This is an optimization exercise on Yosys and OpenROAD, whose aim is small area and few clock cycles, not a production implementation.
The RTL was checked by simulation tests, not by an equivalence proof against the original design.
Power figures rest on the tool's default switching activity, not on a simulated workload. The flow treats the clock pin as an ideal source, which a real chip does not have.

==> flow/design.v <==
`timescale 1ns/1ns
`default_nettype none
module crc16_word
(
    input  logic [15:0] crc_in,
    input  logic [31:0] data_in,
    output logic [15:0] crc_out
);
    logic fb;
    always_comb begin
        crc_out = crc_in;
        fb = 1'b0;
        for (int i = 31; i >= 0; i--) begin
            fb = crc_out[15] ^ data_in[i];
            crc_out = {crc_out[14:0], 1'b0} ^ (fb ? 16'h1021 : 16'h0000);
        end
    end
endmodule
`default_nettype wire
`timescale 1ns/1ns
`default_nettype none
module in_port
(
    input  logic        clk,
    input  logic        rst_n,
    input  logic        vld,
    input  logic        sop,
    input  logic        eop,
    input  logic [31:0] data,
    output logic        in_ready,
    input  logic        rd_sel,     
    input  logic        dsc_sel,    
    output logic [31:0] rd_data,    
    output logic [1:0]  dsc_prio,   
    output logic        avail,      
    input  logic        rd_adv,     
    input  logic        rd_pkt      
);
    logic [31:0] mem [16];
    logic [4:0]  wptr, wbase, rptr;
    logic        recv, drop, bad, full;
    logic [4:0]  len, cnt;
    logic [1:0]  prio, dest;
    logic [15:0] crc, crc_nxt;
    logic [4:0]  hlen, used;
    logic        nowr, fits, take_hdr, take_wr, word_ok, good_end;
    crc16_word crc16 (
        .crc_in  (crc),
        .data_in (data),
        .crc_out (crc_nxt)
    );
    assign hlen = data[4:0];
    assign nowr     = (hlen > 5'd16) | (eop != (hlen == '0));
    assign used     = wbase - rptr;
    assign fits     = ({1'b0, used} + hlen) <= 6'd16;
    assign in_ready = ~recv & ~drop & (nowr | (~full & fits));
    assign take_hdr = in_ready & vld & sop;
    assign take_wr  = take_hdr & ~nowr;
    assign word_ok  = recv & vld & ~bad & (cnt != len);
    assign good_end = word_ok & eop & (cnt + 1'b1 == len);
    always_ff @(posedge clk) begin
        if (word_ok) begin
            mem[wptr[3:0]] <= data;
        end
    end
    always_comb begin
        rd_data = dsc_sel ? {7'd0, dest, prio, len, crc} : 32'd0;
        for (int i = 0; i < 16; i++) begin
            rd_data = rd_data | ((rd_sel && rptr[3:0] == 4'(i)) ? mem[i] : 32'd0);
        end
    end
    assign dsc_prio = prio;
    assign avail   = full;
    always_ff @(posedge clk) begin
        if (take_wr) begin
            len  <= hlen;
            prio <= data[6:5];
            dest <= data[8:7];
            crc  <= 16'hFFFF;
            cnt  <= '0;
            bad  <= 1'b0;
        end else if (recv & vld) begin
            if (word_ok) begin
                crc <= crc_nxt;
                cnt <= cnt + 1'b1;
            end else begin
                bad <= 1'b1;
            end
        end
    end
    always_ff @(posedge clk) begin
        if (!rst_n) begin
            recv  <= 1'b0;
            drop  <= 1'b0;
            full  <= 1'b0;
            wptr  <= '0;
            wbase <= '0;
            rptr  <= '0;
        end else begin
            if (rd_adv) begin
                rptr <= rptr + 1'b1;
            end
            if (rd_pkt) begin
                full <= 1'b0;
            end
            if (take_hdr & nowr) begin
                drop <= ~eop;
            end else if (drop & vld & eop) begin
                drop <= 1'b0;
            end
            if (take_wr) begin
                recv <= ~eop;
                full <= eop;              
            end else if (recv & vld) begin
                if (word_ok) begin
                    wptr <= wptr + 1'b1;
                end
                if (eop) begin
                    recv <= 1'b0;
                    if (good_end) begin
                        full  <= 1'b1;
                        wbase <= wptr + 1'b1;
                    end else begin
                        wptr <= wbase;    
                    end
                end
            end
        end
    end
endmodule
`default_nettype wire
`timescale 1ns/1ns
`default_nettype none
module switch_ingress
(
    input  logic        clk,
    input  logic        rst_n,
    input  logic        in0_vld,
    input  logic        in0_sop,
    input  logic        in0_eop,
    input  logic [31:0] in0_data,
    input  logic        in1_vld,
    input  logic        in1_sop,
    input  logic        in1_eop,
    input  logic [31:0] in1_data,
    output logic        in_ready0,
    output logic        in_ready1,
    output logic        out_vld,
    output logic        out_sop,
    output logic        out_eop,
    output logic        out_src,
    output logic [1:0]  out_dest,
    output logic [31:0] out_data,
    input  logic        out_ready
);
    logic [31:0] rd0, rd1, rd;
    logic [1:0]  pr0, pr1;
    logic        av0, av1;
    logic        busy, src, insop, last, ready_q;
    logic [4:0]  rem;
    logic [1:0]  dest_q;
    logic        pick1, start, cur, xfer;
    in_port port0 (
        .clk      (clk),
        .rst_n    (rst_n),
        .vld      (in0_vld),
        .sop      (in0_sop),
        .eop      (in0_eop),
        .data     (in0_data),
        .in_ready (in_ready0),
        .rd_sel   (~cur & ~out_sop),
        .dsc_sel  (~cur & out_sop),
        .rd_data  (rd0),
        .dsc_prio (pr0),
        .avail    (av0),
        .rd_adv   (xfer & ~cur & ~out_sop),
        .rd_pkt   (xfer & ~cur & out_sop)
    );
    in_port port1 (
        .clk      (clk),
        .rst_n    (rst_n),
        .vld      (in1_vld),
        .sop      (in1_sop),
        .eop      (in1_eop),
        .data     (in1_data),
        .in_ready (in_ready1),
        .rd_sel   (cur & ~out_sop),
        .dsc_sel  (cur & out_sop),
        .rd_data  (rd1),
        .dsc_prio (pr1),
        .avail    (av1),
        .rd_adv   (xfer & cur & ~out_sop),
        .rd_pkt   (xfer & cur & out_sop)
    );
    assign pick1 = av1 & (~av0 | (pr1 > pr0) | ((pr1 == pr0) & ~last));
    assign start = ~busy & (av0 | av1) & ready_q;
    assign cur   = busy ? src : pick1;
    assign rd    = rd0 | rd1;
    assign out_vld  = busy | start;
    assign out_sop  = ~busy | insop;
    assign out_eop  = out_sop ? (rd[20:16] == '0) : (rem == 5'd1);
    assign out_src  = cur;
    assign out_dest = out_sop ? rd[24:23] : dest_q;
    assign out_data = rd;
    assign xfer     = out_vld & out_ready;
    always_ff @(posedge clk) begin
        if (xfer & out_sop) begin
            dest_q <= rd[24:23];
        end
        if (xfer) begin
            rem <= out_sop ? rd[20:16] : rem - 1'b1;
        end
        if (~busy) begin
            src <= pick1;
        end
    end
    always_ff @(posedge clk) begin
        if (!rst_n) begin
            busy    <= 1'b0;
            insop   <= 1'b1;
            last    <= 1'b1;
            ready_q <= 1'b0;
        end else begin
            ready_q <= out_ready;
            if (start) begin
                last <= pick1;
            end
            if (xfer & out_eop) begin
                busy  <= 1'b0;
                insop <= 1'b1;
            end else if (out_vld) begin
                busy  <= 1'b1;
                insop <= out_sop & ~xfer;
            end
        end
    end
endmodule
`default_nettype wire
==> flow/run.sh <==
#!/bin/bash
# synth_recipe.tcl (not shown) runs the flow's synth.tcl, then flattens the netlist and writes it again
# the make line also repeats each setting of config.mk as NAME=value (left out here)
make -C /OpenROAD-flow-scripts/flow DESIGN_CONFIG=/design/flow/config.mk WORK_HOME=/design/flow/orfs CLKGATE_MAP_FILE= SYNTH_SCRIPT=/design/flow/synth_recipe.tcl finish
==> flow/config.mk <==
export PLATFORM = sky130hd
export DESIGN_NAME = switch_ingress
export DESIGN_NICKNAME = switch_ingress
export VERILOG_FILES = /design/flow/design.v
export SDC_FILE = /design/flow/constraint.sdc
export NUM_CORES = 4
export LEC_CHECK = 0
export CAP_MARGIN = 20
export CORE_MARGIN = 2
export CORE_UTILIZATION = 40
export CTS_BUF_LIST = sky130_fd_sc_hd__clkbuf_4
export PLACE_DENSITY = 0.6
export SLEW_MARGIN = 20
==> flow/constraint.sdc <==
create_clock -name core_clock -period 7.5 [get_ports {clk}]
set_input_delay 1.5000 -clock core_clock [delete_from_list [all_inputs] [get_ports {clk}]]
set_output_delay 1.5000 -clock core_clock [all_outputs]
set_load 0.01 [all_outputs]
==> metrics.md, run 1 <==
| Metric | Value |
|---|---|
| Hold path depth | `2` |
| Top post-synthesis cells by area | `edfxtp_1 (69%), a22oi_1 (7.2%), dfxtp_1 (3.8%)` |
| Drt drc | `0` |
| Share of power burned in combinational logic | `41.5%` |
| Post-synthesis async set-or-reset flop share | `0%` |
| Sequential power share | `33.9%` |
| Wire length of the first global-routing pass | `231.2 mm` |
| Slew Limit Fails | `0` |
| HP Class | `register to register` |
| WP data required | `6.00 ns` |
| Top-count cell post-synth | `edfxtp_1` |
| CP Capture Type | `primary output` |
| Vias per cell | `6.207` |
| Cells after synthesis | `2854` |
| Top post-synthesis cells by count | `edfxtp_1 (1049), a22oi_1 (436), nand2_1 (172)` |
| Post_cts resized | `0` |
| Clock Root Buffer | `clkbuf_4` |
| Setup tns final | `0 ns` |
| Fill cells | `9646` |
| Max-Slew Margin vs Limit | `18.49%` |
| Syn-to-layout area delta | `16.17%` |
| Core area | `0.1125 mm²` |
| RR Startpoint | `port0.rptr[0]$_SDFFE_PN0P_` |
| CTS Buffer Depth | `4` |
| Seq cells post-synth | `1134` |
| Final setup vio count | `0` |
| Sw Share | `34.66%` |
| Met2 usage | `45.98%` |
| Routed via count | `30675` |
| Sink Count | `1134` |
| Multi-input logic area | `0.01186 mm²` |
| Layer with the highest usage | `met2` |
| Syn avg cell area | `15.90 µm²` |
| TritonCTS Buffers | `299` |
| Congestion Overflow GR | `0` |
| Max-Cap Viols | `0` |
| Clock Skews | `0.1193 ns` |
| Worst-skew pair later-pin latency | `1.19 ns` |
| R2R Path End | `port0.prio[1]$_DFFE_PP_` |
| Post-CTS Setup Bufs | `0` |
| Crit Path Category | `register to primary output` |
| VDD IR-drop max | `0.001587 V` |
| Die area | `0.1161 mm²` |
| Dpl cell area | `0.04919 mm²` |
| Final Critical Period | `7.169 ns` |
| Fmax | `0.1395 GHz` |
| Yosys warnings | `3` |
| Yosys top cell by area | `edfxtp_1` |
| Pleak | `18.21 nW` |
| H-tree depth | `5` |
| Pwr Density | `398.4 mW/mm²` |
| NetSw | `7.280 mW` |
| Vias in the first global route | `30339` |
| Initial antenna violation count | `10` |
| CTS tree | `yes` |
| Syn_nets | `2971` |
| Internal | `13.72 mW` |
| Die Y | `340.8 µm` |
| First-pass DRT Iterations | `9` |
| Sequential area share after synthesis | `73.18%` |
| Worst Hold Path EP | `port1.bad$_SDFFE_PP0P_` |
| Die extent in x | `340.8 µm` |
| Avg WL per Cell | `34.13 µm` |
| Antenna Nets Post-Route | `0` |
| EDFF count, synth | `1049` |
| Final instance area | `0.05271 mm²` |
| CP max FO | `22` |
| Final wirelength | `168.7 mm` |
| R2R Setup Slk | `3.04 ns` |
| Final period util | `95.59%` |
| GR Util All Layers | `28.57%` |
| Layout net count | `3366` |
| Post-synth top area share | `69.43%` |
| GR Layer Usage met3 | `7.225%` |
| CTS Hold Buffers Added | `0` |
| FF/Latch Area | `0.03320 mm²` |
| Measured slew at the worst slew-check pin | `1.220 ns` |
| HP Start | `port1.bad$_SDFFE_PP0P_` |
| Port-buffer cells | `112` |
| Starting density of the core | `40.33%` |
| Mapped Area | `0.04537 mm²` |
| Crit path DAT | `5.67 ns` |
| GR Util met1 | `37.36%` |
| Dominant synthesized flop cell | `edfxtp_1` |
| Row cnt | `123` |
| Clock Power Share | `24.6%` |
| Iteration-0 DRC Markers | `5216` |
| Yosys cell types | `71` |
| Ports | `113` |
| Depth of the most critical reg-to-reg path | `11` |
| RSZ-0062 raised after global routing | `no` |
| Final Hold Fails | `0` |
| Proportion of layout cells with a drive suffix above 1 | `19.67%` |
| Clk slew on worst S/H paths | `0.06 ns` |
| Largest net degree at the start of global routing | `33` |
| Critical Path Source Type | `register` |
| Routability Congestion | `0.9258` |
| Outcome | `timing/DRC/antenna clean` |
| DP HPWL | `99.85 mm` |
==> routing by layer <==
layer	routed length (µm)	part of all wire, %
met1	61330	36
met2	79060	47
met3	22110	13
met4	6185	3.7
met5	0	0
==> logic make-up (layout without fill, tap and decap cells) <==
group,Yosys count,after routing,synth area share [%]
compound gates,642,642,10.69
xor+xnor,240,240,6.420
fa+ha+maj,44,44,1.280
buf+inv,181,764,1.550
flops,1134,1134,73.18
mux,21,21,0.4909
other cells,0,5,0
simple gates,592,592,6.387
==> sequential cells by signal, indices dropped and copies added, names as in the netlist, 2 cells and up <==
name	flops
port1.mem	512
dest_q	2
port0.dest	2
port1.rptr	5
port0.crc	16
port0.wptr	5
rem	5
port1.wptr	5
port1.crc	16
port0.cnt	5
port1.len	5
port0.mem	512
port1.prio	2
port1.wbase	5
port0.wbase	5
port1.cnt	5
port1.dest	2
port0.len	5
port0.prio	2
port0.rptr	5
==> cells in the final DEF, fill, tap and decap left out, types with 13 or more instances in the layout <==
cell / n
a22oi_1: 436
inv_1: 38
a21oi_1: 37
nor2_1: 104
xnor2_1: 109
ha_1: 40
a22o_1: 38
a221o_1: 16
nand3_1: 32
xnor3_1: 25
buf_4: 121
and2_2: 16
nand4_1: 73
nand2_1: 172
o21ai_0: 14
clkinv_1: 55
xor2_1: 68
clkbuf_4: 414
a21o_1: 13
nor2_4: 36
o211ai_1: 17
xnor2_2: 14
a2111oi_0: 14
nor3_1: 28
clkdlybuf4s50_1: 111
edfxtp_1: 1049
and3_1: 46
nor4_1: 28
dfxtp_1: 85
==> per-stage QoR <==
stage | worst slack [ns] | total power, mW | std cells | utilization (%) | hold WS (ns)
2_1_floorplan | 2.034 | 14.48 | 2854 | - | 0.4258
3_3_place_gp | 1.643 | 15.95 | 4445 | 43.66 | 0.4418
3_5_place_dp | 1.639 | 15.85 | 4448 | 43.72 | 0.4425
4_1_cts | 0.3799 | 21.02 | 4937 | 46.85 | 0.4578
5_1_grt | 0.2855 | 21.78 | 4938 | 46.84 | 0.4767
6_report | 0.3310 | 21.00 | 4942 | 46.85 | 0.4564
==> power groups by stage <==
| stage | logic, mW | registers (mW) | clock network [mW] |
|---|---|---|---|
| 2_1_floorplan | 7.30 | 7.18 | 0 |
| 3_3_place_gp | 8.70 | 7.25 | 0 |
| 3_5_place_dp | 8.60 | 7.25 | 0 |
| 4_1_cts | 8.72 | 7.11 | 5.19 |
| 5_1_grt | 9.15 | 7.11 | 5.52 |
| 6_report | 8.72 | 7.12 | 5.16 |
==> layout make-up <==
type                    count  area share (%)
repair buffers            236           3.969
well taps                1500           3.561
diodes                      5         0.02374
multi-input cells        1539           22.51
flip-flops and latches   1134           62.99
inverters                  39          0.2777
clock inverters            75          0.7715
clock buffers             414           5.897
==> how the worst max path moves through the flow <==
stage	from	end	slack, ns
finish	busy$_SDFFE_PP0N_	out_dest[0]	0.33
global route	busy$_SDFFE_PP0N_	out_dest[0]	0.29
CTS	busy$_SDFFE_PP0N_	out_data[22]	0.38
detailed placement	busy$_SDFFE_PP0N_	out_dest[0]	1.64
global placement	in0_data[3]	in_ready0	1.64
floorplan	in0_vld	port0.mem[2][0]$_DFFE_PP_	2.03
==> worst max-delay path, cell delays in order (launching register included) <==
cell and delay [ns]:
dfxtp_1 0.77, nand4b_1 0.78, nor3_4 1.04, buf_4 0.43, a22oi_1 0.12, nand2_1 0.09, nor4_1 0.07, nand2_1 0.27
a221o_1 0.29, mux2_2 0.19, clkdlybuf4s50_1 0.52
Testbench counts, summed over its fixed seeds: cycles 16,115.
==> run 2: changes to the inputs <==
--- a/flow/config.mk
+++ b/flow/config.mk
@@ -10,3 +10,2 @@
 export CORE_UTILIZATION = 40
-export CTS_BUF_LIST = sky130_fd_sc_hd__clkbuf_4
 export PLACE_DENSITY = 0.6
==> metrics.md, run 2 <==
| Metric | Value |
|---|---|
| Critical Path Source Type | `register` |
| Slew Limit Fails | `0 (unchanged)` |
| Critical path's most frequent cell | `nand2_1` |
| Syn_nets | `2971 (unchanged)` |
| Post-synthesis async set-or-reset flop share | `0% (unchanged)` |
| NetSw | `7.244 mW (-0.49%)` |
| Pwr Density | `404.1 mW/mm² (+1.4%)` |
| CTS Buffer Depth | `3 (-1)` |
| GR Util All Layers | `28.24% (-0.33 points)` |
| HP Class | `register to register` |
| Post-synth top area share | `69.43% (unchanged)` |
| Critical path, cell by cell | `nand4b_1, nor3_4, buf_4, a22oi_1, nand2_1, nor4_1, nand2_1, a221o_1, mux2_2, clkdlybuf4s50_1` |
| CP max FO | `22 (unchanged)` |
| WP data required | `6.00 ns (about the same)` |
| R2R Setup Slk | `3.04 ns (about the same)` |
| Vias per cell | `6.358 (+2.4%)` |
| Top post-synthesis cells by count | `edfxtp_1 (1049), a22oi_1 (436), nand2_1 (172)` |
| Row cnt | `123 (unchanged)` |
| Sw Share | `34.00% (-0.66 points)` |
| Top-count cell post-synth | `edfxtp_1` |
| Hold slack | `0.4567 ns (+0.0002270 ns)` |
| Final Hold Fails | `0 (unchanged)` |
| Yosys top cell by area | `edfxtp_1` |
| Routability Congestion | `0.9258 (unchanged)` |
| Avg WL per Cell | `35.92 µm (+5.2%)` |
| Proportion of layout cells with a drive suffix above 1 | `12.74% (-6.9 points)` |
| Final period util | `90.01% (-5.6 points)` |
| Crit Path Category | `register to primary output` |
| Ports | `113 (unchanged)` |
| TritonCTS Buffers | `110 (-63%)` |
| Clk slew on worst S/H paths | `0.07 ns (about the same)` |
| Max-Cap Viols | `0 (unchanged)` |
| Die extent in x | `340.8 µm (unchanged)` |
| Final worst slack | `0.7490 ns (+0.4180 ns)` |
| Yosys cell types | `71 (unchanged)` |
| DP HPWL | `99.85 mm (unchanged)` |
| Crit path largest cell delay | `1.02 ns (-0.02 ns)` |
| Most frequent cells in the layout | `edfxtp_1 (1049), a22oi_1 (436), nand2_1 (172)` |
| Sequential power share | `33.4% (-0.5 points)` |
| Dominant synthesized flop cell | `edfxtp_1` |
| Routed via count | `29610 (-3.5%)` |
| Sink Count | `1134 (unchanged)` |
| Yosys warnings | `3 (unchanged)` |
| Crit path DAT | `5.25 ns (-0.42 ns)` |
| CP max stage cell | `nor3_4` |
| Launch point of the worst path | `busy$_SDFFE_PP0N_` |
| Largest net degree at the start of global routing | `33 (unchanged)` |
| Cell family with most CP delay | `simple AND/OR/NAND/NOR gates` |
| Clock Root Buffer | `clkbuf_16` |
| RR Startpoint | `port0.rptr[0]$_SDFFE_PN0P_` |
| Top post-synthesis cells by area | `edfxtp_1 (69%), a22oi_1 (7.2%), dfxtp_1 (3.8%)` |
| Measured slew at the worst slew-check pin | `1.245 ns (+0.02503 ns)` |
| VDD IR-drop max | `0.001609 V (+1.4%)` |
| Outcome | `timing/DRC/antenna clean` |
| Vias in the first global route | `28635 (-5.6%)` |
| Final Critical Period | `6.751 ns (-0.4180 ns)` |
| Hold path depth | `2 (unchanged)` |
| Cells after synthesis | `2854 (unchanged)` |
| Syn-to-layout area delta | `16.20% (about the same)` |
| R2R Path End | `port0.prio[1]$_DFFE_PP_` |
| Antenna Nets Post-Route | `0 (unchanged)` |
| Wire length of the first global-routing pass | `228.4 mm (-1.2%)` |
| Port-buffer cells | `112 (unchanged)` |
| First-pass DRT Iterations | `9 (unchanged)` |
| Final instance area | `0.05272 mm² (about the same)` |
| Final wirelength | `167.3 mm (-0.85%)` |
| Mapped Area | `0.04537 mm² (unchanged)` |
| Max-Slew Margin vs Limit | `16.82% (-1.7 points)` |
| CTS Hold Buffers Added | `0 (unchanged)` |
| Pleak | `17.81 nW (-2.2%)` |
| Initial antenna violation count | `8 (-2)` |
| Core area | `0.1125 mm² (unchanged)` |
| Internal | `14.06 mW (+2.5%)` |
| Inst Count DP | `4448 (unchanged)` |
| CP Buf/Inv Count | `2 (unchanged)` |
| Final setup vio count | `0 (unchanged)` |
| Clock Skews | `0.03504 ns (-0.08422 ns)` |
| Syn avg cell area | `15.90 µm² (unchanged)` |
| Fmax | `0.1481 GHz (+6.2%)` |
| Die Y | `340.8 µm (unchanged)` |
| WP depth | `10 (unchanged)` |
| Sequential area share after synthesis | `73.18% (unchanged)` |
| Starting density of the core | `40.33% (unchanged)` |
| Drt drc | `0 (unchanged)` |
| RSZ-0062 raised after global routing | `no` |
| Share of power burned in combinational logic | `40.9% (-0.6 points)` |
| EDFF count, synth | `1049 (unchanged)` |
| CTS tree | `yes` |
| Post-CTS Setup Bufs | `0 (unchanged)` |
| Seq cells post-synth | `1134 (unchanged)` |
| Clock Power Share | `25.7% (+1.1 points)` |
| Most common cell after layout, fill and taps aside | `edfxtp_1` |
| Worst-skew pair later-pin latency | `0.73 ns (-0.46 ns)` |
| CP Capture Type | `primary output` |
| Setup tns final | `0 ns (unchanged)` |
| Post_cts resized | `0 (unchanged)` |
| Depth of the most critical reg-to-reg path | `11 (unchanged)` |
| Iteration-0 DRC Markers | `5420 (+3.9%)` |
| Congestion Overflow GR | `0 (unchanged)` |
| Fin cells | `4657 (-5.8%)` |
| Layout net count | `3177 (-5.6%)` |
| Die area | `0.1161 mm² (unchanged)` |
| H-tree depth | `3 (-2)` |
| Dpl cell area | `0.04919 mm² (unchanged)` |
| Worst slack, placed | `1.639 ns (unchanged)` |
| Critical Path Sink | `out_dest[0]` |
-- run 2: cell count changes in the layout (fill, tap and decap cells not counted), sizes merged --
cell / change
bufinv: +2
diode: -3
clkbuf: -276
clkinvlp: +6
clkinv: -14
-- run 2: how the worst min path moves through the flow --
stage / start / end / slack (ns)
5_1_grt: port1.bad$_SDFFE_PP0P_ / port1.bad$_SDFFE_PP0P_ / 0.48
4_1_cts: port1.bad$_SDFFE_PP0P_ / port1.bad$_SDFFE_PP0P_ / 0.46
2_1_floorplan: port1.bad$_SDFFE_PP0P_ / port1.bad$_SDFFE_PP0P_ / 0.43
3_5_place_dp: port1.bad$_SDFFE_PP0P_ / port1.bad$_SDFFE_PP0P_ / 0.44
6_report: port1.bad$_SDFFE_PP0P_ / port1.bad$_SDFFE_PP0P_ / 0.46
3_3_place_gp: port1.bad$_SDFFE_PP0P_ / port1.bad$_SDFFE_PP0P_ / 0.44
-- run 2: kinds of logic (layout without fill, tap and decap cells) --
kind of cell | count (synthesis) | in the layout | synth area share [%]
adders and majority gates | 44 | 44 | 1.280
AOI/OAI and AO/OA | 642 | 642 | 10.69
DFF | 1134 | 1134 | 73.18
and+or+nand+nor | 592 | 592 | 6.387
buffers and inverters | 181 | 482 | 1.550
other | 0 | 2 | 0
xor gates and xnor gates | 240 | 240 | 6.420
muxes | 21 | 21 | 0.4909
-- run 2: power by group through the flow --
stage | sequential, mW | combinational, mW | clock (mW)
floorplan | 7.18 | 7.30 | 0
global placement | 7.25 | 8.70 | 0
detailed placement | 7.25 | 8.60 | 0
CTS | 7.11 | 8.72 | 5.48
global route | 7.12 | 9.15 | 5.73
finish | 7.12 | 8.71 | 5.47
-- run 2: worst min-delay path, stage by stage, from the launching register on --
cell and delay (ns):
dfxtp_1 0.33, nand2_1 0.05, o31ai_1 0.05
-- run 2: per-stage QoR --
stage          util [%]  power, mW
2_1_floorplan         -      14.48
3_3_place_gp      43.66      15.95
3_5_place_dp      43.72      15.85
4_1_cts           46.86      21.31
5_1_grt           46.86      22.00
6_report          46.86      21.30
-- run 2: routing by layer --
| layer | vias up | track usage, % | part of all wire, % |
|---|---|---|---|
| li1 | 11765 | - | - |
| met1 | 15151 | 37.64 | 37 |
| met2 | 2310 | 45.55 | 47 |
| met3 | 380 | 6.361 | 13 |
| met4 | 4 | 10.10 | 3.8 |
| met5 | - | 0 | 0.016 |
-- run 2: area by class of cell --
class / instances / area (µm²)
Fill cell: 9483 / 59780
Clock buffer: 138 / 2952
Inverter: 39 / 146.4
Timing Repair Buffer: 236 / 2092
Multi-Input combinational cell: 1539 / 11860
Tap cell: 1500 / 1877
Sequential cell: 1134 / 33200
Clock inverter: 69 / 583.1
Antenna cell: 2 / 5.005
==> run 3: changes to the inputs <==
--- a/flow/design.v
+++ b/flow/design.v
@@ -34,2 +34,3 @@
     output logic [1:0]  dsc_prio,   
+    output logic [4:0]  dsc_len,    
     output logic        avail,      
@@ -55,3 +56,3 @@
     assign fits     = ({1'b0, used} + hlen) <= 6'd16;
-    assign in_ready = ~recv & ~drop & (nowr | (~full & fits));
+    assign in_ready = ~recv & ~drop & (nowr | ((~full | rd_pkt) & fits));
     assign take_hdr = in_ready & vld & sop;
@@ -72,2 +73,3 @@
     assign dsc_prio = prio;
+    assign dsc_len  = len;
     assign avail   = full;
@@ -157,2 +159,5 @@
     logic [1:0]  pr0, pr1;
+    logic [4:0]  ln0, ln1;
+    logic [3:0]  lowcnt;
+    logic        pmode, prio1;
     logic        av0, av1;
@@ -174,2 +179,3 @@
         .dsc_prio (pr0),
+        .dsc_len  (ln0),
         .avail    (av0),
@@ -190,2 +196,3 @@
         .dsc_prio (pr1),
+        .dsc_len  (ln1),
         .avail    (av1),
@@ -194,3 +201,5 @@
     );
-    assign pick1 = av1 & (~av0 | (pr1 > pr0) | ((pr1 == pr0) & ~last));
+    assign prio1 = (pr1 > pr0) | ((pr1 == pr0) & ~last);
+    assign pick1 = av1 & (~av0 | (pmode ? prio1 :
+                                  ((ln1 < ln0) | ((ln1 == ln0) & prio1))));
     assign start = ~busy & (av0 | av1) & ready_q;
@@ -222,4 +231,12 @@
             ready_q <= 1'b0;
+            lowcnt  <= 4'd0;
+            pmode   <= 1'b1;
         end else begin
             ready_q <= out_ready;
+            lowcnt  <= out_ready ? 4'd0 : lowcnt + (lowcnt != 4'd15);
+            if (lowcnt == 4'd15) begin
+                pmode <= 1'b1;
+            end else if (start) begin
+                pmode <= 1'b0;
+            end
             if (start) begin
==> flow/flow/run.sh (new file) <==
#!/bin/bash
set -euo pipefail
export BUFFER_PORTS_ARGS="-buffer_cell sky130_fd_sc_hd__buf_1"
export CTS_ARGS="-sink_clustering_enable -repair_clock_nets -dont_use_dummy_load"
bash standard.sh > standard_flow.log 2>&1
==> flow/standard.sh (new file) <==
#!/bin/bash
# synth_recipe.tcl (not shown) runs the flow's synth.tcl, then flattens the netlist and writes it again
# the make line also repeats each setting of config.mk as NAME=value (left out here)
make -C /OpenROAD-flow-scripts/flow DESIGN_CONFIG=/design/flow/config.mk WORK_HOME=/design/flow/orfs CLKGATE_MAP_FILE= SYNTH_SCRIPT=/design/flow/synth_recipe.tcl "${@:-finish}"
removed: flow/run.sh
==> metrics.md, run 3 <==
| Metric | Value |
|---|---|
| Row cnt | `123 (unchanged)` |
| Clock Skews | `0.08959 ns (+0.05455 ns)` |
| Clk slew on worst S/H paths | `0.05 ns (-0.02 ns)` |
| Dominant synthesized flop cell | `edfxtp_1` |
| Final setup vio count | `0 (unchanged)` |
| Drt drc | `0 (unchanged)` |
| CTS tree | `yes` |
| CP max FO | `20 (-9.1%)` |
| Die Y | `340 µm (-0.23%)` |
| Slew Limit Fails | `0 (unchanged)` |
| First-pass DRT Iterations | `6 (-3)` |
| HP Class | `register to register` |
| Top post-synthesis cells by area | `edfxtp_1 (70%), a22oi_1 (4.5%), dfxtp_1 (4.0%)` |
| Syn avg cell area | `16.27 µm² (+2.4%)` |
| Die area | `0.1156 mm² (-0.46%)` |
| Post_cts resized | `0 (unchanged)` |
| Top post-synthesis cells by count | `edfxtp_1 (1049), a22oi_1 (270), xnor2_1 (129)` |
| NetSw | `7.669 mW (+5.9%)` |
| Seq cells post-synth | `1139 (+0.44%)` |
| Antenna Nets Post-Route | `0 (unchanged)` |
| Congestion Overflow GR | `0 (unchanged)` |
| Post-Route Utilization | `45.35% (-1.5 points)` |
| Iteration-0 DRC Markers | `4699 (-13%)` |
| VDD IR-drop max | `0.0008678 V (-46%)` |
| Cells after synthesis | `2775 (-2.8%)` |
| Yosys cell types | `70 (-1.4%)` |
| Post-synthesis async set-or-reset flop share | `0% (unchanged)` |
| Sink Count | `1139 (+0.44%)` |
| Syn-to-layout area delta | `12.66%` |
| Sequential power share | `32.7% (-0.7 points)` |
| Post-CTS Setup Bufs | `0 (unchanged)` |
| Core area | `0.1122 mm² (-0.27%)` |
| CTS Buffer Depth | `3 (unchanged)` |
| GR Util All Layers | `28.20% (-0.043 points)` |
| Final instance area | `0.05088 mm² (-3.5%)` |
| GR Layer Usage met3 | `6.501% (+0.14 points)` |
| Fmax | `0.1555 GHz (+5.0%)` |
| Clock Root Buffer | `clkbuf_16` |
| Final Critical Period | `6.432 ns (-0.3192 ns)` |
| Measured slew at the worst slew-check pin | `1.253 ns (+0.007983 ns)` |
| GR Util met1 | `37.40% (-0.24 points)` |
| Setup tns final | `0 ns (unchanged)` |
| EDFF count, synth | `1049 (unchanged)` |
| Routability Congestion | `0.9363 (+1.1%)` |
| WP data required | `6.00 ns (about the same)` |
| Final period util | `85.76% (-4.3 points)` |
| Met2 usage | `44.68% (-0.87 points)` |
| Sw Share | `35.11% (+1.1 points)` |
| Worst-skew pair later-pin latency | `0.72 ns (about the same)` |
| Crit Path Category | `register to primary output` |
| Initial antenna violation count | `9 (+1)` |
| Outcome | `timing/DRC/antenna clean` |
| Internal | `14.17 mW (+0.80%)` |
| Dpl cell area | `0.04817 mm² (-2.1%)` |
| Crit path DAT | `4.93 ns (-0.32 ns)` |
| Pleak | `16.51 nW (-7.3%)` |
| Proportion of layout cells with a drive suffix above 1 | `11.16% (-1.6 points)` |
| Layer with the highest usage | `met2` |
| Final wirelength | `166.4 mm (-0.52%)` |
| Pwr Density | `429.3 mW/mm² (+6.2%)` |
| CTS Hold Buffers Added | `0 (unchanged)` |
| Die extent in x | `340 µm (-0.23%)` |
| RSZ-0062 raised after global routing | `no` |
| Vias per cell | `6.499 (+2.2%)` |
| Sequential area share after synthesis | `73.74% (+0.57 points)` |
| Syn_nets | `2899 (-2.4%)` |
| Most frequent cells in the layout | `edfxtp_1 (1049), a22oi_1 (270), xnor2_1 (129)` |
| CP Capture Type | `primary output` |
| Port-buffer cells | `112 (unchanged)` |
| Ports | `113 (unchanged)` |
| Avg WL per Cell | `37.16 µm (+3.5%)` |
| Top-count cell post-synth | `edfxtp_1` |
| Clock Power Share | `21.4% (-4.3 points)` |
| Max-Cap Viols | `0 (unchanged)` |
| Max-Slew Margin vs Limit | `16.49% (-0.34 points)` |
| Starting density of the core | `40.25% (-0.079 points)` |
| H-tree depth | `3 (unchanged)` |
| Mapped Area | `0.04516 mm² (-0.47%)` |
| Yosys top cell by area | `edfxtp_1` |
| Final Hold Fails | `0 (unchanged)` |
| Most common cell after layout, fill and taps aside | `edfxtp_1` |
| Share of power burned in combinational logic | `45.9% (+5.0 points)` |
| Post-synth top area share | `69.76% (+0.33 points)` |
| Largest net degree at the start of global routing | `34 (+3.0%)` |
| Wire length of the first global-routing pass | `226.2 mm (-0.97%)` |
| Routed via count | `29101 (-1.7%)` |
| Critical Path Source Type | `register` |
| TritonCTS Buffers | `108 (-1.8%)` |
| DP HPWL | `93.97 mm (-5.9%)` |
| Vias in the first global route | `28034 (-2.1%)` |
| Yosys warnings | `3 (unchanged)` |
| Layout net count | `3102 (-2.4%)` |
run 3: cell count changes after synthesis, sizes merged, moves of 11 or more:
cell	delta
a221o	-12
o21ai	+14
a22oi	-166
a221oi	+115
a22o	+79
nor2	-18
xnor2	+11
nand3	+19
nand2	-68
and3	-25
nor3	-13
nor4	-22
run 3: final cells by class:
cell class              instances  area (µm²)
repair buffers                238        1368
diodes                          2       5.005
inverters                      40       150.1
flip-flops and latches       1139       33300
clock buffers                 108        2703
multi-input cells            1451       11470
well taps                    1500        1877
fillers                      9597       61320
run 3: cell families after synthesis:
group,synth area share (%)
AND/OR/NAND/NOR,5.345
adder cells (fa/ha/maj),1.480
flip-flops,73.74
buffers and inverters,1.560
multiplexers,0.2078
AO/OA/AOI/OAI,11.48
XOR/XNOR,6.179
run 3: final timing paths:
| kind | from | end | slack (ns) | cells after the start |
|---|---|---|---|---|
| worst min-delay path | port1.bad$_SDFFE_PP0P_ | port1.bad$_SDFFE_PP0P_ | 0.51 | 2 |
| worst min register to register | port1.bad$_SDFFE_PP0P_ | port1.bad$_SDFFE_PP0P_ | 0.51 | 2 |
| worst max register to register | port0.len[2]$_DFFE_PP_ | port0.full$_SDFF_PN0_ | 2.81 | 12 |
| worst max-delay path | port0.len[2]$_DFFE_PP_ | out_data[3] | 1.07 | 11 |
run 3: power groups by stage:
stage	registers, mW	clock network (mW)	logic [mW]
after detailed placement	7.27	0	10.0
after global routing	7.14	4.90	10.6
final	7.13	4.68	10.0
after floorplan	7.21	0	7.87
after global placement	7.27	0	10.2
after CTS	7.13	4.68	10.1
run 3: stage by stage:
| step | total power, mW | cells | hold slack [ns] | setup WS, ns |
|---|---|---|---|---|
| floorplan | 15.09 | 2775 | 0.4455 | 2.028 |
| global placement | 17.48 | 4368 | 0.4773 | 1.641 |
| CTS | 21.92 | 4476 | 0.5059 | 0.9718 |
| global route | 22.63 | 4478 | 0.5404 | 0.8760 |
| finish | 21.84 | 4478 | 0.5072 | 1.068 |
| detailed placement | 17.30 | 4368 | 0.4956 | 1.669 |
run 3: worst max-delay path, stage by stage, from the launching register on:
cell       delay (ns)
edfxtp_1         0.51
inv_1            0.08
ha_1             0.28
and3_1           0.17
a31oi_1          0.15
a311oi_1         0.47
o21ai_0          0.37
o21a_1           0.33
buf_4            0.29
a2111oi_0        0.99
nand2_1          0.39
buf_1            0.22
run 3: layer usage:
| layer | up-vias | routed length [µm] | share of wire (%) |
|---|---|---|---|
| li1 | 11471 | - | - |
| met4 | 6 | 7878 | 4.7 |
| met3 | 413 | 20330 | 12 |
| met2 | 2303 | 76820 | 46 |
| met1 | 14908 | 61340 | 37 |
| met5 | - | 36 | 0.022 |
Testbench counts of run 3, summed over its fixed seeds: cycles 15,698.
==> run 4: changes to the inputs <==
==> flow/run.sh (new file) <==
#!/bin/bash
# synth_recipe.tcl (not shown) runs the flow's synth.tcl, then flattens the netlist and writes it again
# the make line also repeats each setting of config.mk as NAME=value (left out here)
make -C /OpenROAD-flow-scripts/flow DESIGN_CONFIG=/design/flow/config.mk WORK_HOME=/design/flow/orfs CLKGATE_MAP_FILE= SYNTH_SCRIPT=/design/flow/synth_recipe.tcl finish
--- a/flow/config.mk
+++ b/flow/config.mk
@@ -10,2 +10,4 @@
 export CORE_UTILIZATION = 40
+export CTS_CLUSTER_DIAMETER = 120
+export CTS_CLUSTER_SIZE = 24
 export PLACE_DENSITY = 0.6
removed: flow/flow/run.sh
removed: flow/standard.sh
==> metrics.md, run 4 <==
| Metric | Value |
|---|---|
| Port-buffer cells | `112 (unchanged)` |
| Post_cts resized | `0 (unchanged)` |
| DP HPWL | `99.21 mm (+5.6%)` |
| Cells after synthesis | `2775 (unchanged)` |
| Crit path DAT | `5.42 ns (+0.49 ns)` |
| RSZ-0062 raised after global routing | `no` |
| Syn_nets | `2899 (unchanged)` |
| CTS Buffer Depth | `3 (unchanged)` |
| WP data required | `6.00 ns (about the same)` |
| Max-Cap Viols | `0 (unchanged)` |
| Seq cells post-synth | `1139 (unchanged)` |
| Top post-synthesis cells by count | `edfxtp_1 (1049), a22oi_1 (270), xnor2_1 (129)` |
| Clk slew on worst S/H paths | `0.10 ns (+0.05 ns)` |
| Pwr Density | `409.6 mW/mm² (-4.6%)` |
| Drt drc | `0 (unchanged)` |
| Dominant synthesized flop cell | `edfxtp_1` |
| Sequential area share after synthesis | `73.74% (unchanged)` |
| Yosys warnings | `3 (unchanged)` |
| Row cnt | `123 (unchanged)` |
| Post-CTS Setup Bufs | `0 (unchanged)` |
| Total power | `20.65 mW (-5.5%)` |
| Final wirelength | `169.1 mm (+1.6%)` |
| Vias in the first global route | `27708 (-1.2%)` |
| First-pass DRT Iterations | `6 (unchanged)` |
| Core area | `0.1122 mm² (unchanged)` |
| Ports | `113 (unchanged)` |
| Max-Slew Margin vs Limit | `15.73% (-0.75 points)` |
| Yosys cell types | `70 (unchanged)` |
| Final Critical Period | `6.924 ns (+0.4919 ns)` |
| Die area | `0.1156 mm² (unchanged)` |
| Clock Root Buffer | `clkbuf_16` |
| Vias per cell | `6.514 (+0.23%)` |
| FF/Latch Area | `0.03330 mm² (unchanged)` |
| Clock Skews | `0.03387 ns (-0.05573 ns)` |
| HP Class | `register to register` |
| EDFF count, synth | `1049 (unchanged)` |
| Avg WL per Cell | `37.91 µm (+2.0%)` |
| Fill cells | `9681 (+0.88%)` |
| Multi-input logic area | `0.01147 mm² (about the same)` |
| Die extent in x | `340 µm (unchanged)` |
| Post-synth top area share | `69.76% (unchanged)` |
| Slew Limit Fails | `0 (unchanged)` |
| Post-synthesis async set-or-reset flop share | `0% (unchanged)` |
| Setup tns final | `0 ns (unchanged)` |
| Yosys top cell by area | `edfxtp_1` |
| Measured slew at the worst slew-check pin | `1.261 ns (+0.008329 ns)` |
| Final Hold Fails | `0 (unchanged)` |
| GR Util All Layers | `28.58% (+0.38 points)` |
| Hold slack | `0.5127 ns (+0.005518 ns)` |
| Routed via count | `29065 (-0.12%)` |
| Most frequent cells in the layout | `edfxtp_1 (1049), a22oi_1 (270), xnor2_1 (129)` |
| Fmax | `0.1444 GHz (-7.1%)` |
| Crit Path Category | `register to primary output` |
| Pleak | `16.19 nW (-1.9%)` |
| Top post-synthesis cells by area | `edfxtp_1 (70%), a22oi_1 (4.5%), dfxtp_1 (4.0%)` |
| Most common cell after layout, fill and taps aside | `edfxtp_1` |
| Wire length of the first global-routing pass | `229.3 mm (+1.4%)` |
| Final setup vio count | `0 (unchanged)` |
| CTS Hold Buffers Added | `0 (unchanged)` |
| Critical Path Source Type | `register` |
| Largest net degree at the start of global routing | `33 (-2.9%)` |
| CTS tree | `yes` |
| Mapped Area | `0.04516 mm² (unchanged)` |
| Post-Route Utilization | `44.93% (-0.42 points)` |
| Top-count cell post-synth | `edfxtp_1` |
| TritonCTS Buffers | `53 (-51%)` |
| Worst-skew pair later-pin latency | `0.69 ns (-0.03 ns)` |
| CP max FO | `14 (-30%)` |
| Layout net count | `3039 (-2.0%)` |
| VDD IR-drop max | `0.0009984 V (+15%)` |
| CP Capture Type | `primary output` |
| Proportion of layout cells with a drive suffix above 1 | `9.189% (-2.0 points)` |
| Initial antenna violation count | `3 (-6)` |
| Routability Congestion | `0.9202 (-1.7%)` |
| Outcome | `timing/DRC/antenna clean` |
| Congestion Overflow GR | `0 (unchanged)` |
| Syn-to-layout area delta | `11.62%` |
| Sink Count | `1139 (unchanged)` |
| Final period util | `92.32% (+6.6 points)` |
| H-tree depth | `2 (-1)` |
| Starting density of the core | `40.25% (unchanged)` |
| Die Y | `340 µm (unchanged)` |
| Syn avg cell area | `16.27 µm² (unchanged)` |
| Iteration-0 DRC Markers | `5003 (+6.5%)` |
| Antenna Nets Post-Route | `0 (unchanged)` |
## run 4: critical path, cell delays in order (launching register included)
cell and delay, ns:
edfxtp_1 0.51, inv_1 0.08, ha_1 0.30, and3_1 0.18, a31oi_1 0.13, a311oi_1 0.41
o21ai_0 0.34, o21a_1 0.57, buf_4 0.43, a2111oi_1 0.86, nand2_1 0.31, clkdlybuf4s50_1 0.59
## run 4: layout make-up
class	instances	area share (%)
clock buffer	96	2.951
timing repair buffer	230	4.071
multi-input combinational	1451	22.76
antenna	2	0.009929
clock inverter	4	0.1142
sequential	1139	66.07
tap	1500	3.723
inverter	40	0.2979
## run 4: layer usage
layer | global-route usage [%] | part of all wire (%)
met3 | 5.686 | 12
met5 | 0 | 0
met1 | 39.05 | 37
met4 | 10.63 | 4.4
met2 | 45.40 | 46
## run 4: cell families (layout without fill, tap and decap cells)
kind of cell	count (synthesis)	after routing	synth area share, %
DFF	1139	1139	73.74
xor gates and xnor gates	240	240	6.179
other	0	2	0
buffers and inverters	185	370	1.560
AOI/OAI and AO/OA	667	667	11.48
and+or+nand+nor	484	484	5.345
muxes	9	9	0.2078
adders and majority gates	51	51	1.480
## run 4: final timing paths
kind	slack [ns]	start	to	cells after the start
worst min register to register	0.51	port1.bad$_SDFFE_PP0P_	port1.bad$_SDFFE_PP0P_	2
worst min-delay path	0.51	port1.bad$_SDFFE_PP0P_	port1.bad$_SDFFE_PP0P_	2
worst max-delay path	0.58	port0.len[3]$_DFFE_PP_	out_data[4]	11
worst max register to register	2.29	port0.len[3]$_DFFE_PP_	port1.prio[1]$_DFFE_PP_	10
## run 4: power by group
group	internal [mW]	switching (mW)	total, mW
Combinational	4.76	5.37	10.1
Clock	1.37	2.01	3.38
Sequential	7.00	0.143	7.14
## run 4: per-stage QoR
stage,instance area (µm²),std cells,setup WS (ns)
3_3_place_gp,48790,4357,1.171
5_1_grt,50400,4461,0.4340
4_1_cts,50400,4460,0.4168
3_5_place_dp,48850,4360,1.164
2_1_floorplan,45160,2775,2.028
6_report,50400,4462,0.5763
==> run 5: changes to the inputs <==
--- a/flow/config.mk
+++ b/flow/config.mk
@@ -10,4 +10,2 @@
 export CORE_UTILIZATION = 40
-export CTS_CLUSTER_DIAMETER = 120
-export CTS_CLUSTER_SIZE = 24
 export PLACE_DENSITY = 0.6
==> metrics.md, run 5 <==
| Metric | Value |
|---|---|
| Die extent in x | `340 µm (unchanged)` |
| Sequential area share after synthesis | `73.74% (unchanged)` |
| VDD IR-drop max | `0.001037 V (+3.9%)` |
| Layout net count | `3099 (+2.0%)` |
| Final period util | `93.95% (+1.6 points)` |
| R2R Path End | `port1.len[0]$_DFFE_PP_` |
| Ports | `113 (unchanged)` |
| H-tree depth | `3 (+1)` |
| Post-CTS Setup Bufs | `0 (unchanged)` |
| Internal | `15.19 mW (+16%)` |
| Worst-skew pair later-pin latency | `0.72 ns (+0.03 ns)` |
| Final setup vio count | `0 (unchanged)` |
| Seq cells post-synth | `1139 (unchanged)` |
| Total power | `23.25 mW (+13%)` |
| Clk slew on worst S/H paths | `0.06 ns (-0.04 ns)` |
| Launch point of the worst path | `port0.len[2]$_DFFE_PP_` |
| Iteration-0 DRC Markers | `5080 (+1.5%)` |
| Worst Hold Path EP | `port1.wbase[0]$_SDFFE_PN0P_` |
| Final Hold Fails | `0 (unchanged)` |
| Core area | `0.1122 mm² (unchanged)` |
| Setup tns final | `0 ns (unchanged)` |
| DP HPWL | `99.21 mm (unchanged)` |
| CTS Buffer Depth | `3 (unchanged)` |
| Dominant synthesized flop cell | `edfxtp_1` |
| Final Critical Period | `7.046 ns (+0.1225 ns)` |
| Critical Path Source Type | `register` |
| EDFF count, synth | `1049 (unchanged)` |
| Die area | `0.1156 mm² (unchanged)` |
| Vias per cell | `6.493 (-0.32%)` |
| CP max FO | `14 (unchanged)` |
| First-pass DRT Iterations | `6 (unchanged)` |
| TritonCTS Buffers | `113 (+110%)` |
| Wire length of the first global-routing pass | `232.0 mm (+1.2%)` |
| Top post-synthesis cells by count | `edfxtp_1 (1049), a22oi_1 (270), xnor2_1 (129)` |
| Depth of the most critical reg-to-reg path | `10 (unchanged)` |
| Clock Root Buffer | `clkbuf_16` |
| Post-synthesis xor/xnor area fraction | `6.179% (unchanged)` |
| Yosys warnings | `3 (unchanged)` |
| Routed via count | `29660 (+2.0%)` |
| Yosys top cell by area | `edfxtp_1` |
| Sink Count | `1139 (unchanged)` |
| Routability Congestion | `0.9202 (unchanged)` |
| Hold path depth | `2 (unchanged)` |
| Crit path DAT | `5.55 ns (+0.13 ns)` |
| Post_cts resized | `0 (unchanged)` |
| Die Y | `340 µm (unchanged)` |
| Fmax | `0.1419 GHz (-1.7%)` |
| Final wirelength | `170.5 mm (+0.83%)` |
| Mapped Area | `0.04516 mm² (unchanged)` |
| Initial antenna violation count | `3 (unchanged)` |
| Starting density of the core | `40.25% (unchanged)` |
| RR Startpoint | `port0.len[2]$_DFFE_PP_` |
| Antenna Nets Post-Route | `0 (unchanged)` |
| Fill cells | `9465 (-2.2%)` |
| Clock Skews | `0.04962 ns (+0.01575 ns)` |
| CTS Hold Buffers Added | `0 (unchanged)` |
| Pwr Density | `441.7 mW/mm² (+7.8%)` |
| R2R Setup Slk | `2.14 ns (-0.15 ns)` |
| Largest family of logic cells by synthesized area | `compound AO/OA/AOI/OAI gates` |
| HP Start | `port1.wbase[0]$_SDFFE_PN0P_` |
| Simple logic cell fraction of the synthesized area | `5.345% (unchanged)` |
| Clock Power Share | `25.1% (+8.7 points)` |
| Syn avg cell area | `16.27 µm² (unchanged)` |
| CTS tree | `yes` |
| Post-synthesis mux area share | `0.2078% (unchanged)` |
| Drt drc | `0 (unchanged)` |
| Slew Limit Fails | `0 (unchanged)` |
| Worst slack, placed | `1.164 ns (unchanged)` |
| Vias in the first global route | `28378 (+2.4%)` |
| Syn-to-layout area delta | `16.55%` |
| HP Class | `register to register` |
| Pleak | `17.30 nW (+6.9%)` |
| CP Capture Type | `primary output` |
| Top-count cell post-synth | `edfxtp_1` |
| Top post-synthesis cells by area | `edfxtp_1 (70%), a22oi_1 (4.5%), dfxtp_1 (4.0%)` |
| Share of power burned in combinational logic | `44.1% (-4.9 points)` |
| Adder-Cell Fraction of Synth Area | `1.480% (unchanged)` |
| Sequential power share | `30.8% (-3.8 points)` |
| Cells after synthesis | `2775 (unchanged)` |
| Crit Path Category | `register to primary output` |
| Port-buffer cells | `112 (unchanged)` |
| Post-synthesis async set-or-reset flop share | `0% (unchanged)` |
| Row cnt | `123 (unchanged)` |
| GR Util All Layers | `28.92% (+0.34 points)` |
| Most frequent cells in the layout | `edfxtp_1 (1049), a22oi_1 (270), xnor2_1 (129)` |
| Post-synth top area share | `69.76% (unchanged)` |
| WP data required | `6.00 ns (about the same)` |
| Most common cell after layout, fill and taps aside | `edfxtp_1` |
| RSZ-0062 raised after global routing | `no` |
| NetSw | `8.055 mW (+7.1%)` |
| Yosys cell types | `70 (unchanged)` |
| Final worst slack | `0.4539 ns (-0.1225 ns)` |
| Syn_nets | `2899 (unchanged)` |
| Proportion of layout cells with a drive suffix above 1 | `12.27% (+3.1 points)` |
| Sw Share | `34.64% (-1.8 points)` |
| Largest net degree at the start of global routing | `33 (unchanged)` |
| Max-Slew Margin vs Limit | `16.17% (+0.44 points)` |
| Measured slew at the worst slew-check pin | `1.254 ns (-0.006626 ns)` |
| Max-Cap Viols | `0 (unchanged)` |
| Avg WL per Cell | `37.33 µm (-1.5%)` |
| Synth Area in Compound Gates | `11.48% (unchanged)` |
| Congestion Overflow GR | `0 (unchanged)` |
| Outcome | `timing/DRC/antenna clean` |
-- run 5: cell count changes in the layout (fill, tap and decap cells not counted) --
cell / change
bufinv_16: +16
clkbuf_1: -19
clkbuf_16: +63
clkinv_1: +20
clkinv_16: +2
clkinv_2: +19
clkinv_4: +2
clkinv_8: -3
clkinvlp_4: +2
diode_2: +1
inv_6: +3
-- run 5: worst max-delay path by stage --
| stage | slack [ns] | to |
|---|---|---|
| after floorplan | 2.03 | port1.mem[1][0]$_DFFE_PP_ |
| after global placement | 1.17 | out_data[4] |
| after detailed placement | 1.16 | out_data[4] |
| after CTS | 0.40 | out_data[4] |
| after global routing | 0.44 | out_data[4] |
| final | 0.45 | out_data[4] |
-- run 5: stage by stage --
step,util (%),instance area (µm²),hold WS [ns],std cells
final,46.91,52630,0.5053,4568
after global placement,43.48,48790,0.4817,4357
after floorplan,-,45160,0.4455,2775
after global routing,46.91,52630,0.5387,4566
after CTS,46.91,52620,0.4998,4565
after detailed placement,43.54,48850,0.4970,4360
-- run 5: cell type report --
type / count / area [µm²] / share of cell area, %
Antenna cell: 3 / 7.507 / 0.01426
Multi-Input combinational cell: 1451 / 11470 / 21.80
Timing Repair Buffer: 230 / 2052 / 3.899
Inverter: 40 / 150.1 / 0.2853
Sequential cell: 1139 / 33300 / 63.27
Clock inverter: 65 / 778.2 / 1.479
Clock buffer: 140 / 2993 / 5.686
Tap cell: 1500 / 1877 / 3.566
-- run 5: cells by family (layout without fill, tap and decap cells) --
| family | after synthesis | count (layout) |
|---|---|---|
| xor+xnor | 240 | 240 |
| other cells | 0 | 3 |
| fa+ha+maj | 51 | 51 |
| compound gates | 667 | 667 |
| flops | 1139 | 1139 |
| mux | 9 | 9 |
| simple gates | 484 | 484 |
| buf+inv | 185 | 475 |
-- run 5: power groups by stage --
stage	clock network [mW]	registers (mW)	logic [mW]
finish	5.83	7.16	10.3
global route	6.09	7.15	10.4
CTS	5.85	7.15	10.1
detailed placement	0	7.28	9.83
global placement	0	7.29	10.1
floorplan	0	7.21	7.87
-- run 5: critical path, cell delays in order, from the launching register on --
cell	delay [ns]
edfxtp_1	0.52
inv_1	0.09
ha_1	0.28
and3_1	0.18
a31oi_1	0.14
a311oi_1	0.46
o21ai_0	0.36
o21a_1	0.58
buf_4	0.43
a2111oi_1	0.89
nand2_1	0.30
clkdlybuf4s50_1	0.59
-- run 5: per-layer routing --
metal	routed length [µm]	track usage, %	share of wire, %
met1	63540	39.28	37
met2	78100	45.32	46
met3	20690	5.764	12
met4	8158	12.65	4.8
met5	59	0	0.035
==> run 6: changes to the inputs <==
==> flow/flow/run.sh (new file) <==
#!/bin/bash
set -euo pipefail
export BUFFER_PORTS_ARGS="-buffer_cell sky130_fd_sc_hd__buf_1"
export CTS_ARGS="-sink_clustering_enable -repair_clock_nets -dont_use_dummy_load -sink_clustering_size 32 -sink_clustering_max_diameter 100"
bash standard.sh > standard_flow.log 2>&1
==> flow/standard.sh (new file) <==
#!/bin/bash
# synth_recipe.tcl (not shown) runs the flow's synth.tcl, then flattens the netlist and writes it again
# the make line also repeats each setting of config.mk as NAME=value (left out here)
make -C /OpenROAD-flow-scripts/flow DESIGN_CONFIG=/design/flow/config.mk WORK_HOME=/design/flow/orfs CLKGATE_MAP_FILE= SYNTH_SCRIPT=/design/flow/synth_recipe.tcl "${@:-finish}"
removed: flow/run.sh
==> metrics.md, run 6 <==
| Metric | Value |
|---|---|
| RSZ-0062 raised after global routing | `no` |
| Mapped Area | `0.04516 mm² (unchanged)` |
| Vias in the first global route | `27350 (-3.6%)` |
| VDD IR-drop max | `0.0008281 V (-20%)` |
| CP Capture Type | `primary output` |
| Setup tns final | `0 ns (unchanged)` |
| Vias per cell | `6.507 (+0.21%)` |
| Fmax | `0.1547 GHz (+9.0%)` |
| Crit path DAT | `4.96 ns (-0.59 ns)` |
| Final period util | `86.17% (-7.8 points)` |
| Syn-to-layout area delta | `8.997%` |
| CTS Buffer Depth | `3 (unchanged)` |
| Sink Count | `1139 (unchanged)` |
| Dpl cell area | `0.04817 mm² (-1.4%)` |
| Crit path largest cell delay | `0.93 ns (+0.04 ns)` |
| Antenna Nets Post-Route | `0 (unchanged)` |
| Clock Skews | `0.09016 ns (+0.04054 ns)` |
| Critical Path Source Type | `register` |
| Die extent in x | `340 µm (unchanged)` |
| Routed via count | `28701 (-3.2%)` |
| WP data required | `6.00 ns (about the same)` |
| Row cnt | `123 (unchanged)` |
| TritonCTS Buffers | `42 (-63%)` |
| Final instance area | `0.04922 mm² (-6.5%)` |
| Seq cells post-synth | `1139 (unchanged)` |
| Yosys warnings | `3 (unchanged)` |
| Proportion of layout cells with a drive suffix above 1 | `9.141% (-3.1 points)` |
| Syn_nets | `2899 (unchanged)` |
| Final Critical Period | `6.463 ns (-0.5835 ns)` |
| CTS tree | `yes` |
| Routed length on met3 | `20.16 mm (-2.6%)` |
| First-pass DRT Iterations | `6 (unchanged)` |
| Die Y | `340 µm (unchanged)` |
| GR Util All Layers | `27.88% (-1.0 points)` |
| Post-synth top area share | `69.76% (unchanged)` |
| Sequential area share after synthesis | `73.74% (unchanged)` |
| Congestion Overflow GR | `0 (unchanged)` |
| Core area | `0.1122 mm² (unchanged)` |
| Clk slew on worst S/H paths | `0.12 ns (+0.06 ns)` |
| Post_cts resized | `0 (unchanged)` |
| Highest routed layer | `met5` |
| Most frequent cells in the layout | `edfxtp_1 (1049), a22oi_1 (270), xnor2_1 (129)` |
| HP Class | `register to register` |
| Post-CTS Setup Bufs | `0 (unchanged)` |
| Critical path, cell by cell | `inv_1, ha_1, and3_1, a31oi_1, a311oi_1, o21ai_0, o21a_1, buf_4, a2111oi_0, nand2_1, buf_1` |
| Measured slew at the worst slew-check pin | `1.248 ns (-0.006917 ns)` |
| Drt drc | `0 (unchanged)` |
| Post-synthesis async set-or-reset flop share | `0% (unchanged)` |
| EDFF count, synth | `1049 (unchanged)` |
| Worst-skew pair later-pin latency | `0.67 ns (-0.05 ns)` |
| Cells after synthesis | `2775 (unchanged)` |
| Die area | `0.1156 mm² (unchanged)` |
| Crit Path Category | `register to primary output` |
| Syn avg cell area | `16.27 µm² (unchanged)` |
| Avg WL per Cell | `37.42 µm (+0.22%)` |
| Yosys top cell by area | `edfxtp_1` |
| H-tree depth | `2 (-1)` |
| DP HPWL | `93.97 mm (-5.3%)` |
| Met2 Routed Length | `76.64 mm (-1.9%)` |
| Iteration-0 DRC Markers | `4959 (-2.4%)` |
| Hold slack | `0.5158 ns (+0.01046 ns)` |
| Clock Root Buffer | `clkbuf_16` |
| Starting density of the core | `40.25% (unchanged)` |
| Outcome | `timing/DRC/antenna clean` |
| Fill cells | `9736 (+2.9%)` |
| Top-count cell post-synth | `edfxtp_1` |
| Pleak | `15.70 nW (-9.3%)` |
| CTS Hold Buffers Added | `0 (unchanged)` |
| Met1 WL | `61.17 mm (-3.7%)` |
| Final Hold Fails | `0 (unchanged)` |
| Wire length of the first global-routing pass | `224.0 mm (-3.4%)` |
| Pwr Density | `404.5 mW/mm² (-8.4%)` |
| Max-Slew Margin vs Limit | `16.83% (+0.66 points)` |
| CP max FO | `20 (+6)` |
| Top post-synthesis cells by count | `edfxtp_1 (1049), a22oi_1 (270), xnor2_1 (129)` |
| Port-buffer cells | `112 (unchanged)` |
| Top post-synthesis cells by area | `edfxtp_1 (70%), a22oi_1 (4.5%), dfxtp_1 (4.0%)` |
| Dominant synthesized flop cell | `edfxtp_1` |
| Largest net degree at the start of global routing | `34 (+3.0%)` |
| Routability Congestion | `0.9363 (+1.7%)` |
| Ports | `113 (unchanged)` |
| Initial antenna violation count | `7 (+4)` |
| Layout net count | `3036 (-2.0%)` |
| Max-Cap Viols | `0 (unchanged)` |
| Yosys cell types | `70 (unchanged)` |
| CP max stage cell | `a2111oi_0` |
| Slew Limit Fails | `0 (unchanged)` |
| Worst slack, placed | `1.669 ns (+0.5054 ns)` |
| Most common cell after layout, fill and taps aside | `edfxtp_1` |
| Final worst slack | `1.037 ns (+0.5835 ns)` |
| Final wirelength | `165.0 mm (-3.2%)` |
| Final setup vio count | `0 (unchanged)` |
run 6: cell count changes in the layout (fill, tap and decap cells not counted), moves of 16 or more:
cell             delta
bufinv_16          -16
buf_1             +111
clkbuf_1           -24
clkdlybuf4s50_1   -112
clkinv_2           -19
clkbuf_16          -74
clkinv_1           -20
run 6: logic make-up (layout without fill, tap and decap cells):
logic type               after synthesis  after routing  share of synthesized area, %
other                                  0              1                             0
flip-flops                          1139           1139                         73.74
multiplexers                           9              9                        0.2078
buffers and inverters                185            320                         1.560
AO/OA/AOI/OAI                        667            667                         11.48
XOR/XNOR                             240            240                         6.179
AND/OR/NAND/NOR                      484            484                         5.345
adder cells (fa/ha/maj)               51             51                         1.480
run 6: report_power, final:
group	leakage [nW]	total [mW]	switching (mW)	internal (mW)
clock network	0.518	2.86	1.84	1.02
registers	10.2	7.12	0.124	7.00
logic	5.02	9.93	5.33	4.60
run 6: metal layers:
layer	vias to the layer above	GRT usage (%)
met1	14776	37.32
met2	2230	44.73
met3	366	6.127
met5	-	0
met4	4	10.32
li1	11325	-
run 6: cell type report:
| cell class | count | area, µm² | area share (%) |
|---|---|---|---|
| Multi-Input combinational cell | 1451 | 11470 | 23.31 |
| Inverter | 40 | 150.1 | 0.3050 |
| Tap cell | 1500 | 1877 | 3.813 |
| Sequential cell | 1139 | 33300 | 67.66 |
| Antenna cell | 1 | 2.502 | 0.005084 |
| Clock buffer | 42 | 1051 | 2.135 |
| Timing Repair Buffer | 238 | 1368 | 2.778 |
run 6: final timing paths:
path | slack, ns | endpoint | depth (start not counted) | startpoint
worst max-delay path | 1.04 | out_data[3] | 11 | port0.len[2]$_DFFE_PP_
worst min-delay path | 0.52 | port1.bad$_SDFFE_PP0P_ | 2 | port1.bad$_SDFFE_PP0P_
worst max register to register | 2.80 | port1.prio[1]$_DFFE_PP_ | 10 | port0.len[2]$_DFFE_PP_
worst min register to register | 0.52 | port1.bad$_SDFFE_PP0P_ | 2 | port1.bad$_SDFFE_PP0P_
run 6: stage by stage:
stage / instances / util (%) / power (mW)
finish: 4411 / 43.87 / 19.91
global route: 4411 / 43.87 / 20.78
CTS: 4410 / 43.87 / 20.08
detailed placement: 4368 / 42.93 / 17.30
global placement: 4368 / 42.93 / 17.48
floorplan: 2775 / - / 15.09
run 6: critical path: cells and delay by family, from the launching register on:
family,cells,cell delay (ns)
buffers and inverters,3,0.60
adder cells (fa/ha/maj),1,0.28
AO/OA/AOI/OAI,5,2.35
flip-flops,1,0.55
AND/OR/NAND/NOR,2,0.55
==> run 7: changes to the inputs <==
==> flow/flow/run.sh (replaced) <==
#!/bin/bash
set -euo pipefail
export BUFFER_PORTS_ARGS="-buffer_cell sky130_fd_sc_hd__buf_1"
export CTS_ARGS="-sink_clustering_enable -repair_clock_nets -dont_use_dummy_load -sink_clustering_size 24 -sink_clustering_max_diameter 120"
bash standard.sh > standard_flow.log 2>&1
--- a/flow/config.mk
+++ b/flow/config.mk
@@ -7,2 +7,3 @@
 export LEC_CHECK = 0
+export ABC_AREA = 1
 export CAP_MARGIN = 20
==> metrics.md, run 7 <==
| Metric | Value |
|---|---|
| Outcome | `timing/DRC/antenna clean` |
| Post-synthesis async set-or-reset flop share | `0% (unchanged)` |
| Proportion of layout cells with a drive suffix above 1 | `9.305% (+0.16 points)` |
| Top-count cell post-synth | `nand2_1` |
| Yosys cell types | `54 (-23%)` |
| VDD IR-drop max | `0.0001626 V (-80%)` |
| Setup tns final | `0 ns (unchanged)` |
| EDFF count, synth | `1049 (unchanged)` |
| Slew Limit Fails | `0 (unchanged)` |
| Ports | `113 (unchanged)` |
| Die extent in x | `350.1 µm (+3.0%)` |
| Clock Skews | `0.05484 ns (-0.03532 ns)` |
| Clock Power Share | `24.1% (+9.7 points)` |
| Port-buffer cells | `112 (unchanged)` |
| Critical Path Source Type | `register` |
| Routed via count | `33412 (+16%)` |
| Largest family of logic cells by synthesized area | `simple AND/OR/NAND/NOR gates` |
| Max-Cap Viols | `0 (unchanged)` |
| Sw Share | `31.01% (-5.6 points)` |
| CTS tree | `yes` |
| Synth Area in Compound Gates | `5.203% (-6.3 points)` |
| Pwr Density | `253.5 mW/mm² (-37%)` |
| Cells after synthesis | `3993 (+44%)` |
| WP data required | `6.00 ns (about the same)` |
| HP Class | `register to register` |
| Simple logic cell fraction of the synthesized area | `18.22% (+13 points)` |
| Pleak | `18.82 nW (+20%)` |
| Yosys top cell by area | `edfxtp_1` |
| Final setup vio count | `0 (unchanged)` |
| Fmax | `0.1717 GHz (+11%)` |
| CTS Buffer Depth | `3 (unchanged)` |
| Syn avg cell area | `12.00 µm² (-26%)` |
| Largest net degree at the start of global routing | `33 (-2.9%)` |
| Measured slew at the worst slew-check pin | `1.257 ns (+0.009539 ns)` |
| First-pass DRT Iterations | `6 (unchanged)` |
| Wire length of the first global-routing pass | `235.2 mm (+5.0%)` |
| Sequential power share | `53.5% (+18 points)` |
| Clock Root Buffer | `clkbuf_16` |
| Final Hold Fails | `0 (unchanged)` |
| Final wirelength | `169.8 mm (+2.9%)` |
| Worst slack, placed | `2.230 ns (+0.5612 ns)` |
| Layout net count | `4285 (+41%)` |
| Internal | `9.158 mW (-27%)` |
| Initial antenna violation count | `5 (-2)` |
| Top post-synthesis cells by count | `nand2_1 (1185), edfxtp_1 (1049), inv_1 (281)` |
| Worst-skew pair later-pin latency | `0.69 ns (+0.02 ns)` |
| Avg WL per Cell | `29.47 µm (-21%)` |
| Max-Slew Margin vs Limit | `15.69% (-1.1 points)` |
| Final period util | `77.65% (-8.5 points)` |
| Crit path DAT | `4.32 ns (-0.64 ns)` |
| Iteration-0 DRC Markers | `5116 (+3.2%)` |
| Syn_nets | `4117 (+42%)` |
| TritonCTS Buffers | `53 (+26%)` |
| Inst Count DP | `5706 (+31%)` |
| Row cnt | `126 (+2.4%)` |
| Post-synthesis xor/xnor area fraction | `1.989% (-4.2 points)` |
| CP max FO | `18 (-10%)` |
| Antenna Nets Post-Route | `0 (unchanged)` |
| Hold slack | `0.4480 ns (-0.06775 ns)` |
| Routability Congestion | `0.8816 (-5.8%)` |
| Post-synth top area share | `65.73% (-4.0 points)` |
| GR Util All Layers | `27.27% (-0.61 points)` |
| Adder-Cell Fraction of Synth Area | `1.394% (-0.085 points)` |
| Sequential area share after synthesis | `69.49% (-4.3 points)` |
| Post_cts resized | `0 (unchanged)` |
| Total power | `13.27 mW (-33%)` |
| RR Startpoint | `port0.len[3]$_DFFE_PP_` |
| NetSw | `4.116 mW (-44%)` |
| CTS Hold Buffers Added | `0 (unchanged)` |
| Vias in the first global route | `31232 (+14%)` |
| H-tree depth | `2 (unchanged)` |
-- run 7: changes by cell type after synthesis, sizes merged, moves of 50 or more --
cell / previous run / this run
nand2: 104 / 1290
a22oi: 270 / 0
inv: 38 / 295
nand3: 51 / 260
xnor2: 137 / 44
nand4: 79 / 155
clkbuf: 114 / 43
buf: 31 / 81
-- run 7: power groups by stage --
stage          Sequential (mW)  Clock (mW)  Combinational (mW)
5_1_grt                   7.11        3.40                3.28
6_report                  7.11        3.20                2.96
2_1_floorplan             7.19           0                2.15
3_3_place_gp              7.25           0                2.87
3_5_place_dp              7.25           0                2.91
4_1_cts                   7.10        3.20                2.93
-- run 7: final cells by class --
class / instances / area (µm²)
fill: 10871 / 66030
sequential: 1139 / 33300
multi-input combinational: 2434 / 13190
tap: 1600 / 2002
timing repair buffer: 237 / 1434
clock buffer: 53 / 1326
inverter: 296 / 1111
antenna: 2 / 5.005
-- run 7: metrics by stage --
stage	instance area, µm²	utilization [%]
final	52370	44.23
after global placement	50930	43.02
after global routing	52370	44.23
after floorplan	47920	-
after detailed placement	51040	43.11
after CTS	52360	44.23
-- run 7: critical path: stages, from the launching register on --
cell	delay (ns)
dfxtp_1	0.43
inv_1	0.12
ha_1	0.26
inv_1	0.09
nor2_1	0.05
buf_4	0.19
nand2_2	0.09
inv_2	0.16
buf_4	0.30
nand2_1	0.10
nand3_1	0.07
a221oi_1	0.24
nand4_1	0.19
a211oi_1	1.01
nand3_1	0.17
buf_1	0.20
-- run 7: path summary, 6_finish.rpt --
check / end / depth (start not counted)
worst max-delay path: out_data[29] / 15
worst min-delay path: port0.drop$_SDFFE_PN0P_ / 2
worst max register to register: port0.mem[8][25]$_DFFE_PP_ / 8
worst min register to register: port0.drop$_SDFFE_PN0P_ / 2
-- run 7: logic make-up after synthesis --
group	after synthesis
XOR/XNOR	108
buffers and inverters	420
flip-flops	1139
AND/OR/NAND/NOR	1935
AO/OA/AOI/OAI	339
multiplexers	1
adder cells (fa/ha/maj)	51
-- run 7: per-layer routing --
layer	track usage [%]	wire [µm]	part of all wire, %	vias to the layer above
met5	0	37	0.022	-
met4	11.31	7997	4.7	6
met3	4.825	18690	11	325
met2	42.42	75660	45	2016
met1	37.78	67380	40	16699
li1	-	-	-	14366

==> afterwards: timing with drivers on the ports <==
In the flow no input, the clock included, has a driving cell. The finished layouts below were timed again as built, in two steps.
Step 1 assumes that a clkbuf_16 drives the clock port and a buf_2 every other input.
Step 2 also shifts input and output timing later by t, the mid clock arrival at the registers, as if the neighbouring blocks saw the same clock.
a / b / c = no drivers / after step 1 / after step 2; a / b = the first two.
run	t, ns	setup slack, ns	hold WS [ns]	cell pins on the clock port's net
run 1	1.196	0.331 / 0.260 / 1.456	0.456 / 0.456 / 0.456	1
run 2	0.786	0.749 / 0.671 / 1.458	0.457 / 0.457 / 0.457	1
run 3	0.750	1.068 / 0.992 / 1.742	0.507 / 0.507 / 0.507	1
run 4	0.750	0.576 / 0.500 / 1.250	0.513 / 0.513 / 0.513	1
run 5	0.768	0.454 / 0.379 / 1.147	0.505 / 0.505 / 0.505	1
run 6	0.704	1.037 / 0.959 / 1.663	0.516 / 0.516 / 0.516	1
run 7	0.734	1.677 / 1.607 / 2.185	0.448 / 0.448 / 0.448	1
After both steps every run listed still meets setup and hold.
